From an optimization exercise on the open Yosys and OpenROAD flow, aimed at small area, a short achievable clock period and few clock cycles per item; shortcuts taken in it are not production practice.
RTL that was checked went through simulation tests only; none was proved equivalent to the original.
No activity file was given, so power comes from the tool's default toggle rates.

==> module mp_mul_sched, before the edit <==
module mp_mul_sched #(
    parameter int WIDTH = rsa_pkg::DEF_WIDTH,
    parameter int LIMBS = rsa_pkg::DEF_LIMBS
) (
    input  logic                     clk,
    input  logic                     rst,
    input  logic                     start,
    input  logic [LIMBS*WIDTH-1:0]   op_a,
    input  logic [LIMBS*WIDTH-1:0]   op_b,
    output logic                     busy,
    output logic                     done,
    output logic [2*LIMBS*WIDTH-1:0] result,
    output logic [WIDTH-1:0]         mul_a,
    output logic [WIDTH-1:0]         mul_b,
    input  logic [WIDTH-1:0]         mul_lo,
    input  logic [WIDTH-1:0]         mul_hi
);
    localparam int OPW   = LIMBS * WIDTH;
    localparam int NPAIR = LIMBS * LIMBS;
    localparam int FIRST = 4;                  
    localparam int LAST  = NPAIR + FIRST - 1;  
    localparam int CW    = $clog2(LAST + 2);
    logic                     busy_q, done_q;
    logic [CW-1:0]            cnt_q;
    logic                     acc_q, sh_q, m_q, pm_q, z_q;
    logic [OPW-1:0]           ar_q;
    logic [OPW-1:0]           b_q;
    logic [(LIMBS-1)*WIDTH-1:0] fifo_q;
    logic [WIDTH-1:0]         cy_q;
    logic [WIDTH:0]           u_q;
    logic [WIDTH-1:0]         h_q;
    logic [WIDTH-1:0]         pop_n, ua, cz, push, hi, h1, h2, hs0, hs1;
    logic [WIDTH-2:0]         hc;
    logic [WIDTH:0]           u_n, lsum;
    function automatic logic [WIDTH:0] pp_add(input logic [WIDTH-1:0] a,
                                              input logic [WIDTH-1:0] b);
        logic [WIDTH-1:0] g, p, gn, pn;
        g = a & b;
        p = a ^ b;
        for (int d = 1; d < WIDTH; d = d * 2) begin
            gn = g;
            pn = p;
            for (int i = d; i < WIDTH; i++) begin
                gn[i] = g[i] | (p[i] & g[i-d]);
                pn[i] = p[i] & p[i-d];
            end
            g = gn;
            p = pn;
        end
        pp_add = {g[WIDTH-1], (a ^ b) ^ {g[WIDTH-2:0], 1'b0}};
    endfunction
    function automatic logic [WIDTH-1:0] pp_and(input logic [WIDTH-1:0] a);
        logic [WIDTH-1:0] c;
        c = a;
        for (int l = 0; (1 << l) < WIDTH; l++)
            for (int i = 0; i < WIDTH; i++)
                if ((i >> l) & 1) c[i] = c[i] & c[((i >> l) << l) - 1];
        pp_and = c;
    endfunction
    always_ff @(posedge clk) begin
        if (rst) begin
            busy_q <= 1'b0;
            done_q <= 1'b0;
            cnt_q  <= '0;
            acc_q  <= 1'b0;
            sh_q   <= 1'b0;
            m_q    <= 1'b0;
            pm_q   <= 1'b0;
            z_q    <= 1'b0;
        end else if (start && !busy_q) begin
            busy_q <= 1'b1;
            done_q <= 1'b0;
            cnt_q  <= CW'(1);
            acc_q  <= 1'b0;
            sh_q   <= 1'b0;
            m_q    <= 1'b0;
            pm_q   <= 1'b1;
            z_q    <= 1'b0;
        end else if (busy_q) begin
            cnt_q  <= cnt_q + CW'(1);
            acc_q  <= (cnt_q >= CW'(FIRST - 1)) && (cnt_q < CW'(LAST));
            sh_q   <= (cnt_q >= CW'(FIRST - 1)) && (cnt_q < CW'(LAST - LIMBS + 1)) &&
                      (((cnt_q + CW'(1) - CW'(FIRST)) % LIMBS) == 0);
            m_q    <= ((cnt_q + CW'(1) - CW'(FIRST)) % LIMBS) == 0;
            pm_q   <= cnt_q < CW'(FIRST - 2 + LIMBS);
            z_q    <= cnt_q == CW'(FIRST - 1);
            if (cnt_q == CW'(LAST)) begin
                busy_q <= 1'b0;
                done_q <= 1'b1;
            end
        end else begin
            done_q <= 1'b0;
            acc_q  <= 1'b0;
        end
    end
    always_comb begin
        pop_n = pm_q ? '0 : fifo_q[2*WIDTH-1:WIDTH];
        u_n   = pp_add(mul_lo, pop_n);
        ua    = m_q ? '0 : u_q[WIDTH-1:0];
        cz    = z_q ? '0 : cy_q;
        lsum  = pp_add(ua, cz);
        push  = lsum[WIDTH-1:0];
        hc    = pp_and({h_q[WIDTH-2:1], 1'b1});
        h1    = h_q ^ {hc & {(WIDTH-1){h_q[0]}}, 1'b1};
        h2    = h_q ^ {hc, 1'b0};
        hs0   = u_q[WIDTH] ? h1 : h_q;
        hs1   = u_q[WIDTH] ? h2 : h1;
        hi    = lsum[WIDTH] ? hs1 : hs0;
    end
    always_ff @(posedge clk) begin
        u_q <= u_n;
        h_q <= mul_hi;
        if (!busy_q) b_q <= op_b;
        else         b_q <= {b_q[WIDTH-1:0], b_q[OPW-1:WIDTH]};
        if (!busy_q) begin
            if (start) ar_q <= op_a;
        end else begin
            if (sh_q) ar_q <= {u_q[WIDTH-1:0], ar_q[OPW-1:WIDTH]};
            if (acc_q) begin
                fifo_q <= {push, fifo_q[(LIMBS-1)*WIDTH-1:WIDTH]};
                cy_q   <= hi;
            end
        end
    end
    assign busy   = busy_q;
    assign done   = done_q;
    assign result = {cy_q, fifo_q, ar_q};
    assign mul_a  = ar_q[WIDTH-1:0];
    assign mul_b  = b_q[WIDTH-1:0];
endmodule
Settings: LEC_CHECK=0, ABC_CLOCK_PERIOD_IN_PS=2000, CAP_MARGIN=20, CORE_MARGIN=2, CORE_UTILIZATION=60, SETUP_SLACK_MARGIN=3.9, SLEW_MARGIN=20; clock period 7.0 ns.
standard.sh (not shown) runs the stock make flow with config.mk's settings and CLKGATE_MAP_FILE= SYNTH_SCRIPT=/design/flow/synth_recipe.tcl, a recipe that flattens the netlist after the stock synthesis.
==> flow/flow/run.sh <==
#!/bin/bash
# Standard layout, with every port buffered by the smallest buffer cell and a
# clock tree of fewer, larger sink clusters without dummy loads.
set -euo pipefail
bash standard.sh 'BUFFER_PORTS_ARGS=-buffer_cell sky130_fd_sc_hd__buf_1' \
  'CTS_ARGS=-sink_clustering_enable -repair_clock_nets -buf_list {sky130_fd_sc_hd__clkbuf_8} -sink_clustering_size 16 -sink_clustering_max_diameter 60 -dont_use_dummy_load' \
  finish > layout.log 2>&1
Testbench counts at the start, summed over its fixed seeds: cycles 19,200, items 960.
Next try:
--- a/flow/design.v
+++ b/flow/design.v
@@ -66,9 +66,9 @@
     localparam int LAST  = NPAIR + FIRST - 1;  
     localparam int CW    = $clog2(LAST + 2);
     logic                     busy_q, done_q;
     logic [CW-1:0]            cnt_q;
-    logic                     acc_q, sh_q, m_q, pm_q, z_q;
+    logic                     sh_q, m_q, z_q;
     logic [OPW-1:0]           ar_q;
     logic [OPW-1:0]           b_q;
     logic [(LIMBS-1)*WIDTH-1:0] fifo_q;
     logic [WIDTH-1:0]         cy_q;
@@ -106,41 +106,35 @@
         if (rst) begin
             busy_q <= 1'b0;
             done_q <= 1'b0;
             cnt_q  <= '0;
-            acc_q  <= 1'b0;
             sh_q   <= 1'b0;
             m_q    <= 1'b0;
-            pm_q   <= 1'b0;
             z_q    <= 1'b0;
         end else if (start && !busy_q) begin
             busy_q <= 1'b1;
             done_q <= 1'b0;
             cnt_q  <= CW'(1);
-            acc_q  <= 1'b0;
             sh_q   <= 1'b0;
-            m_q    <= 1'b0;
-            pm_q   <= 1'b1;
-            z_q    <= 1'b0;
+            m_q    <= 1'b1;
+            z_q    <= 1'b1;
         end else if (busy_q) begin
             cnt_q  <= cnt_q + CW'(1);
-            acc_q  <= (cnt_q >= CW'(FIRST - 1)) && (cnt_q < CW'(LAST));
             sh_q   <= (cnt_q >= CW'(FIRST - 1)) && (cnt_q < CW'(LAST - LIMBS + 1)) &&
                       (((cnt_q + CW'(1) - CW'(FIRST)) % LIMBS) == 0);
-            m_q    <= ((cnt_q + CW'(1) - CW'(FIRST)) % LIMBS) == 0;
-            pm_q   <= cnt_q < CW'(FIRST - 2 + LIMBS);
-            z_q    <= cnt_q == CW'(FIRST - 1);
+            m_q    <= (cnt_q < CW'(FIRST - 1)) ||
+                      (((cnt_q + CW'(1) - CW'(FIRST)) % LIMBS) == 0);
+            z_q    <= cnt_q < CW'(FIRST);
             if (cnt_q == CW'(LAST)) begin
                 busy_q <= 1'b0;
                 done_q <= 1'b1;
             end
         end else begin
             done_q <= 1'b0;
-            acc_q  <= 1'b0;
         end
     end
     always_comb begin
-        pop_n = pm_q ? '0 : fifo_q[2*WIDTH-1:WIDTH];
+        pop_n = fifo_q[2*WIDTH-1:WIDTH];
         u_n   = pp_add(mul_lo, pop_n);
         ua    = m_q ? '0 : u_q[WIDTH-1:0];
         cz    = z_q ? '0 : cy_q;
         lsum  = pp_add(ua, cz);
@@ -160,9 +154,9 @@
         if (!busy_q) begin
             if (start) ar_q <= op_a;
         end else begin
             if (sh_q) ar_q <= {u_q[WIDTH-1:0], ar_q[OPW-1:WIDTH]};
-            if (acc_q) begin
+            begin
                 fifo_q <= {push, fifo_q[(LIMBS-1)*WIDTH-1:WIDTH]};
                 cy_q   <= hi;
             end
         end
Setup slack degrades by 0.057 ns.
Core utilization increases by 1.9 points.
Clock power is about the same.
Global-route usage increases by 1.7 points.
Combinational power increases by well over a third.
Clock-buffer cell count does not change.
Synthesized area decreases slightly.
Sequential cell count decreases by 2.
Wire length increases by a few percent.
Sequential power increases by a few percent.
Critical path depth decreases by 1.
The RTL of the second run of this note was laid out without a check of its function.

-- re-timing with driven ports --
No port has a modelled driver above. Below, the same layouts with a new extraction and two added sets of constraints. Step 1 (the two cells are an assumption about what drives the block):
set clk [get_ports {clk}]
set_driving_cell -lib_cell sky130_fd_sc_hd__clkbuf_16 $clk
set_driving_cell -lib_cell sky130_fd_sc_hd__buf_2 [delete_from_list [all_inputs] $clk]
Step 2 moves the port delays by t, midway between the first and last clock arrival at a register: inputs arrive t later, outputs are due t later. That takes back most of the time a late clock gives input paths. a / b / c = ideal ports / drivers / drivers and shift; a / b = the first two.
| run | t (ns) | slack for setup (ns) | worst setup path at the end | worst register clock-pin slew, ns |
|---|---|---|---|---|
| the first run | 0.589 | 3.800 / 3.800 / 3.386 | input to register | 0.10 / 0.10 |
| the second run | 0.589 | 3.742 / 3.742 / 3.221 | input to register | 0.11 / 0.11 |
After both steps every run listed still meets setup and hold. For the second run, which loses most, drivers alone change the setup slack by 0.000 ns; drivers and shift together by -0.521 ns.
